This is an optimization exercise on Yosys and OpenROAD, whose aim is small area, not a production implementation.
Only simulation tests tie the RTL to the original design; equivalence was not proved.
Power is estimated from default activity; no workload was simulated.

## dm_spi_array_master
module dm_spi_array_master #(
  parameter int unsigned NCHAN      = 6,
  parameter int unsigned FRAME_BITS = 24,
  parameter int unsigned ADDR_W     = 14
) (
  input  logic              clk,
  input  logic              rst,
  input  logic              RamBusSel,
  input  logic              RamBusWrnRd,
  input  logic              RamBusLatch,
  input  logic [ADDR_W-1:0] RamBusAddress,
  input  logic [31:0]       RamBusDataIn,
  output logic [31:0]       RamBusDataOut,
  output logic              RamBusAck,
  input  logic              Pps,
  output logic              Sck,
  output logic [NCHAN-1:0]  Mosi,
  input  logic [NCHAN-1:0]  Miso,
  output logic [NCHAN-1:0]  nCs,
  output logic              nLDac
);
Settings: LEC_CHECK=0, CAP_MARGIN=20, CORE_MARGIN=2, CORE_UTILIZATION=55, SLEW_MARGIN=20; clock period 8.0 ns.
standard.sh (not shown) runs the stock make flow with config.mk's settings and CLKGATE_MAP_FILE= SYNTH_SCRIPT=/design/flow/synth_recipe.tcl, a recipe that flattens the netlist after the stock synthesis.
==> flow/flow/run.sh <==
#!/bin/bash
# Own layout flow: the standard ORFS flow (standard.sh) with three changes:
#  1. synthesis is ORFS's synth.tcl run exactly as synth_recipe.tcl runs it, except that the
#     combinational mapping uses an area-oriented ABC script (flow/area.abc); the flip-flops
#     are mapped before ABC, so the registers, their names and cells are unchanged;
#  2. clock tree synthesis without dummy loads, with leaf clusters sized for the clock-pin
#     slew limit;
#  3. every port still gets a buffer, but of the smallest buffer cell.
# Each tool's output is in the ORFS logs under orfs/logs; make's own output is in flow_make.log.
set -euo pipefail
W=$(pwd)
F=$W/flow

# Build the synthesis script from synth_recipe.tcl: its first line (synth without fsm/share),
# then ORFS's synth.tcl with the ABC script swapped, then synth_recipe.tcl's remaining lines.
{
  head -n 1 "$W/synth_recipe.tcl"
  sed 's#^source \$::env(SCRIPTS_DIR)/synth_preamble.tcl$#&\nset abc_args [lreplace $abc_args 1 1 $::env(FLOW_AREA_ABC)]\nputs "area ABC script: $abc_args"#' \
    "$FLOW_HOME/scripts/synth.tcl"
  tail -n +3 "$W/synth_recipe.tcl"
} > "$W/synth_area.tcl"
grep -q 'FLOW_AREA_ABC' "$W/synth_area.tcl"

export FLOW_AREA_ABC="$F/area.abc"
export BUFFER_PORTS_ARGS="-buffer_cell sky130_fd_sc_hd__buf_1"
export CTS_ARGS="-sink_clustering_enable -repair_clock_nets -dont_use_dummy_load -buf_list sky130_fd_sc_hd__clkbuf_4 -sink_clustering_size 10 -sink_clustering_max_diameter 40"

bash "$W/standard.sh" \
  "SYNTH_SCRIPT=$W/synth_area.tcl" \
  "FLOW_AREA_ABC=$FLOW_AREA_ABC" \
  "BUFFER_PORTS_ARGS=$BUFFER_PORTS_ARGS" \
  "CTS_ARGS=$CTS_ARGS" \
  finish > "$W/flow_make.log" 2>&1
==> flow/flow/area.abc <==
strash
&get -n
&dc2
&dch -f
&nf -R 1000 -p -C 32 -F 8
&put
The starting point finished with timing, DRC and antenna clean.
Then changed:
==> flow/run.sh (new file) <==
#!/bin/bash
# synth_recipe.tcl (not shown) runs the flow's synth.tcl, then flattens the netlist and writes it again
# the make line also repeats each setting of config.mk as NAME=value (left out here)
make -C /OpenROAD-flow-scripts/flow DESIGN_CONFIG=/design/flow/config.mk WORK_HOME=/design/flow/orfs CLKGATE_MAP_FILE= SYNTH_SCRIPT=/design/flow/synth_recipe.tcl finish
- ABC_AREA: unset -> 1
- CORE_UTILIZATION: 55 -> 40
- CTS_BUF_LIST: unset -> sky130_fd_sc_hd__clkbuf_16
- CTS_CLUSTER_DIAMETER: unset -> 60
- CTS_CLUSTER_SIZE: unset -> 25
removed: flow/flow/run.sh
removed: flow/flow/area.abc
removed: flow/standard.sh
Effect: The changed run finished clean. Sequential share of layout area shrinks by 9.3 points. Hold slack is about the same. Setup slack got worse by 0.22 ns. First-iteration DRC count shrinks by 5.4%.
Then changed:
==> flow/flow/run.sh (new file) <==
#!/bin/bash
# Own layout flow: the standard ORFS flow (standard.sh) with three changes:
#  1. synthesis is ORFS's synth.tcl run exactly as synth_recipe.tcl runs it, except that the
#     combinational mapping uses an area-oriented ABC script (flow/area.abc); the flip-flops
#     are mapped before ABC, so the registers, their names and cells are unchanged;
#  2. clock tree synthesis without dummy loads, with leaf clusters sized for the clock-pin
#     slew limit;
#  3. every port still gets a buffer, but of the smallest buffer cell.
# Each tool's output is in the ORFS logs under orfs/logs; make's own output is in flow_make.log.
set -euo pipefail
W=$(pwd)
F=$W/flow

# Build the synthesis script from synth_recipe.tcl: its first line (synth without fsm/share),
# then ORFS's synth.tcl with the ABC script swapped, then synth_recipe.tcl's remaining lines.
{
  head -n 1 "$W/synth_recipe.tcl"
  sed 's#^source \$::env(SCRIPTS_DIR)/synth_preamble.tcl$#&\nset abc_args [lreplace $abc_args 1 1 $::env(FLOW_AREA_ABC)]\nputs "area ABC script: $abc_args"#' \
    "$FLOW_HOME/scripts/synth.tcl"
  tail -n +3 "$W/synth_recipe.tcl"
} > "$W/synth_area.tcl"
grep -q 'FLOW_AREA_ABC' "$W/synth_area.tcl"

export FLOW_AREA_ABC="$F/area.abc"
export BUFFER_PORTS_ARGS="-buffer_cell sky130_fd_sc_hd__buf_1"
export CTS_ARGS="-sink_clustering_enable -repair_clock_nets -dont_use_dummy_load -buf_list sky130_fd_sc_hd__clkbuf_4 -sink_clustering_size 10 -sink_clustering_max_diameter 40"

bash "$W/standard.sh" \
  "SYNTH_SCRIPT=$W/synth_area.tcl" \
  "FLOW_AREA_ABC=$FLOW_AREA_ABC" \
  "BUFFER_PORTS_ARGS=$BUFFER_PORTS_ARGS" \
  "CTS_ARGS=$CTS_ARGS" \
  finish > "$W/flow_make.log" 2>&1
==> flow/flow/area.abc (new file) <==
strash
&get -n
&dc2
&dch -f
&nf -R 1000 -p -C 32 -F 8
&put
==> flow/standard.sh (new file) <==
#!/bin/bash
# synth_recipe.tcl (not shown) runs the flow's synth.tcl, then flattens the netlist and writes it again
# the make line also repeats each setting of config.mk as NAME=value (left out here)
make -C /OpenROAD-flow-scripts/flow DESIGN_CONFIG=/design/flow/config.mk WORK_HOME=/design/flow/orfs CLKGATE_MAP_FILE= SYNTH_SCRIPT=/design/flow/synth_recipe.tcl "${@:-finish}"
- ABC_AREA: 1 -> unset
- CORE_UTILIZATION: 40 -> 55
- CTS_BUF_LIST: sky130_fd_sc_hd__clkbuf_16 -> unset
- CTS_CLUSTER_DIAMETER: 60 -> unset
- CTS_CLUSTER_SIZE: 25 -> unset
- GPL_TIMING_DRIVEN: unset -> 0
removed: flow/run.sh
What happened: The changed run produced a clean layout; non-clock buffer count climbs by 14; via count decreases by 12%; wire length drops by 2.2%.
Then changed:
--- a/flow/flow/run.sh
+++ b/flow/flow/run.sh
@@ -24,5 +24,5 @@
 export FLOW_AREA_ABC="$F/area.abc"
 export BUFFER_PORTS_ARGS="-buffer_cell sky130_fd_sc_hd__buf_1"
-export CTS_ARGS="-sink_clustering_enable -repair_clock_nets -dont_use_dummy_load -buf_list sky130_fd_sc_hd__clkbuf_4 -sink_clustering_size 10 -sink_clustering_max_diameter 40"
+export CTS_ARGS="-sink_clustering_enable -repair_clock_nets -dont_use_dummy_load -buf_list sky130_fd_sc_hd__clkbuf_16 -sink_clustering_size 20 -sink_clustering_max_diameter 60"
 
 bash "$W/standard.sh" \
- CORE_UTILIZATION: 55 -> 40
- GPL_TIMING_DRIVEN: 0 -> unset
=> The new run completed without violations. First-iteration DRC count shrinks by 5.5%. Total power grows by 12%. Count of clock-buffer cells in the layout shrinks by 31. Fmax grows by 2.7%. Area after synthesis does not change.
Then changed:
==> flow/run.sh (new file) <==
#!/bin/bash
# synth_recipe.tcl (not shown) runs the flow's synth.tcl, then flattens the netlist and writes it again
# the make line also repeats each setting of config.mk as NAME=value (left out here)
make -C /OpenROAD-flow-scripts/flow DESIGN_CONFIG=/design/flow/config.mk WORK_HOME=/design/flow/orfs CLKGATE_MAP_FILE= SYNTH_SCRIPT=/design/flow/synth_recipe.tcl finish
- ABC_AREA: unset -> 1
- CTS_BUF_LIST: unset -> sky130_fd_sc_hd__clkbuf_8
- CTS_CLUSTER_DIAMETER: unset -> 50
- CTS_CLUSTER_SIZE: unset -> 16
removed: flow/flow/run.sh
removed: flow/flow/area.abc
removed: flow/standard.sh
Utilization went up by 1.0 points.
Design area went up by 10%.
Die area went up by 7.7%.
Worst setup slack gets worse by 0.31 ns.
Global-route usage went down by 1.8 points.
Register-to-register slack gets better by 0.98 ns.
Sequential power is about the same.
Clock skew went down by 0.010 ns.

## separate check: timing with driven ports
How much do the figures lean on ideal ports? The routed layouts below were timed once more, with nothing changed but the port constraints. Step 1 (the two cells are an assumption about what drives the block):
set clk [get_ports {clk}]
set_driving_cell -lib_cell sky130_fd_sc_hd__clkbuf_16 $clk
set_driving_cell -lib_cell sky130_fd_sc_hd__buf_2 [delete_from_list [all_inputs] $clk]
Step 2 also shifts input and output timing later by t, the mid clock arrival at the registers, as if the neighbouring blocks saw the same clock. Three values: no drivers, after step 1, after step 2; two values: the first two.
run	t, ns	setup slack, ns	hold WS [ns]	worst slew at a driven data input, ns	pins driven straight from the clock port
the first run	0.762	2.646 / 2.598 / 3.360	0.360 / 0.360 / 0.360	0.06	1
the second run	0.630	2.426 / 2.365 / 2.995	0.360 / 0.360 / 0.360	0.07	1
the third run	0.777	2.527 / 2.474 / 3.251	0.333 / 0.333 / 0.333	0.05	1
the fourth run	0.610	2.669 / 2.614 / 3.224	0.373 / 0.373 / 0.373	0.08	1
the fifth run	0.721	2.359 / 2.301 / 3.022	0.360 / 0.360 / 0.360	0.06	1
After both steps setup and hold are still met in every run listed.
